From an optimization exercise on the open Yosys and OpenROAD flow, aimed at small area; shortcuts taken in it are not production practice. Function was checked by simulation only, so behaviour that the tests miss may differ from the original. Power and IR drop assume default switching activity.

Design trap_unit, start of the top module:
module trap_unit (
  input  logic                               clk,
  input  logic                               reset,
  input  logic                               stall_n,
  input  logic                               hold_flag,
  input  logic                               exception_if,
  input  logic [3:0]                         cause_if,
  input  logic                               exception_id,
  input  logic [3:0]                         cause_id,
  input  logic [trap_pkg::xlen-1:0]          pc_id_ex,
  input  logic                               jump_en,
  input  logic [trap_pkg::xlen-1:0]          jump_addr,
  input  logic                               csr_valid,
  input  logic                               csr_write,
  input  logic [11:0]                        csr_addr,
  input  logic [trap_pkg::xlen-1:0]          csr_wdata,
  input  logic                               mret,
  input  logic [trap_pkg::ext_irq_lines-1:0] irq_lines,
  output logic [trap_pkg::xlen-1:0]          csr_rdata,
  output logic                               trap_taken,
  output logic [trap_pkg::xlen-1:0]          trap_target,
  output logic                               any_interrupt
);
  logic sel_mstatus, sel_mie, sel_mtvec, sel_mepc, sel_mcause, sel_mtval, sel_mip;
  logic sel_cmp_lo, sel_cmp_hi, sel_mask, sel_time_lo, sel_time_hi;
  logic csr_wr;
  assign sel_mstatus = csr_addr == trap_pkg::csr_mstatus_addr;
  assign sel_mie     = csr_addr == trap_pkg::csr_mie_addr;
  ...
Size: roughly 1700 cells after synthesis, ~200 I/O pins.
Settings: LEC_CHECK=0, CAP_MARGIN=20, CORE_MARGIN=2, CORE_UTILIZATION=40, SLEW_MARGIN=20; clock period 5.5 ns.
standard.sh (not shown) runs the stock make flow with config.mk's settings and CLKGATE_MAP_FILE= SYNTH_SCRIPT=/design/flow/synth_recipe.tcl, a recipe that flattens the netlist after the stock synthesis.
==> flow/flow/run.sh <==
#!/bin/bash
# Own flow: the standard layout (standard.sh) with
#  - port buffers made from the smallest buffer cell (buf_1),
#  - a clock tree without dummy loads,
#  - (if flow/area.abc exists) an area-oriented ABC mapping script in the synthesis.
# Each tool's output is logged in this folder (standard_flow.log, and ORFS's own logs under orfs/logs).
set -euo pipefail
W=$(pwd)
export OWN_WORK=$W
export OWN_ABC_SCRIPT=$W/flow/area.abc
export BUFFER_PORTS_ARGS="-buffer_cell sky130_fd_sc_hd__buf_1"
export CTS_ARGS="-sink_clustering_enable -repair_clock_nets -dont_use_dummy_load -buf_list sky130_fd_sc_hd__clkbuf_8 -sink_clustering_size 14 -sink_buffer_max_cap_derate 1.0 -sink_clustering_max_diameter 100"
bash standard.sh "SYNTH_SCRIPT=$W/flow/synth_wrap.tcl" "BUFFER_PORTS_ARGS=$BUFFER_PORTS_ARGS" "CTS_ARGS=$CTS_ARGS"  finish > standard_flow.log 2>&1
==> flow/flow/area.abc <==
strash
&get -n
&st
&dch
&nf
&put
topo
stime -c
==> flow/flow/synth_wrap.tcl <==
# The standard flow's synthesis script with Yosys's abc call given the area-oriented ABC script in
# flow/area.abc; every other step (registers included) is the standard synthesis's.
proc abc {args} {
  set i [lsearch -exact $args -script]
  if {$i >= 0} { lset args [expr {$i + 1}] $::env(OWN_ABC_SCRIPT) }
  yosys abc {*}$args
}
source $::env(OWN_WORK)/synth_recipe.tcl
Then changed:
--- a/flow/design.v
+++ b/flow/design.v
@@ -126,37 +126,37 @@
   assign pending = irq_lines & irq_mask;
   assign meip    = |pending;
   always_comb begin
     ext_line = 3'd0;
     for (int i = 7; i >= 0; i--) begin
       if (pending[i]) ext_line = 3'(i);
     end
   end
   logic [63:0] mtime;
   logic [63:0] mtimecmp;
   logic        mtip;
   logic        inc_en;
-  logic [4:0]  blk_carry;
+  logic [8:0]  blk_carry;
   logic [64:0] carry;
   logic [63:0] mtime_inc;
   logic        time_ge;
   assign inc_en = !(csr_wr && (sel_time_lo || sel_time_hi));
   always_comb begin
     blk_carry[0] = inc_en;
-    for (int k = 0; k < 4; k++) blk_carry[k+1] = blk_carry[k] & (&mtime[16*k +: 16]);
-    for (int k = 0; k < 4; k++) begin
-      carry[16*k] = blk_carry[k];
-      for (int j = 0; j < 16; j++) begin
-        mtime_inc[16*k+j] = mtime[16*k+j] ^ carry[16*k+j];
-        carry[16*k+j+1]   = mtime[16*k+j] & carry[16*k+j];
+    for (int k = 0; k < 8; k++) blk_carry[k+1] = blk_carry[k] & (&mtime[8*k +: 8]);
+    for (int k = 0; k < 8; k++) begin
+      carry[8*k] = blk_carry[k];
+      for (int j = 0; j < 8; j++) begin
+        mtime_inc[8*k+j] = mtime[8*k+j] ^ carry[8*k+j];
+        carry[8*k+j+1]   = mtime[8*k+j] & carry[8*k+j];
       end
     end
   end
   logic [31:0] wdata_rst0;
   assign wdata_rst0 = reset ? 32'd0 : csr_wdata;
   always_ff @(posedge clk) begin
     mtime[31:0]  <= (reset || (csr_wr && sel_time_lo)) ? wdata_rst0 : mtime_inc[31:0];
     mtime[63:32] <= (reset || (csr_wr && sel_time_hi)) ? wdata_rst0 : mtime_inc[63:32];
   end
   logic [63:0] mtimecmp_n;
   assign mtimecmp = ~mtimecmp_n;
   always_ff @(posedge clk) begin
Final area climbs by 0.51%. Power is lower by 1.8%. Synthesized cell count rises by 2.4%. Clock-buffer cell count does not change. Hold slack loses 34 ps. Wire length came out higher by 0.72%. Sequential share of layout area went down by 0.20 points.

## static timing again, ports no longer ideal
The flow's constraints put no driver on any port. The routed layouts listed below were extracted and timed again, unchanged, in two steps.
Step 1 sets driving cells, clkbuf_16 on the clock port and buf_2 on the other inputs (assumed; they add their load-dependent delay and slew).
Step 2 moves the port delays by t, midway between the first and last clock arrival at a register: inputs arrive t later, outputs are due t later. That takes back most of the time a late clock gives input paths.
Three values: ideal, step 1, step 2; two values: the first two.
run | t, ns | setup slack, ns | worst setup path after step 2
the first run | 0.621 | 0.303 / 0.255 / 0.081 | input to register
the second run | 0.633 | 0.227 / 0.176 / 0.317 | input to register
After both steps setup and hold are still met in every run listed. The setup slack of the first run, which loses most, moves by -0.048 ns with the drivers and by -0.222 ns with both steps.
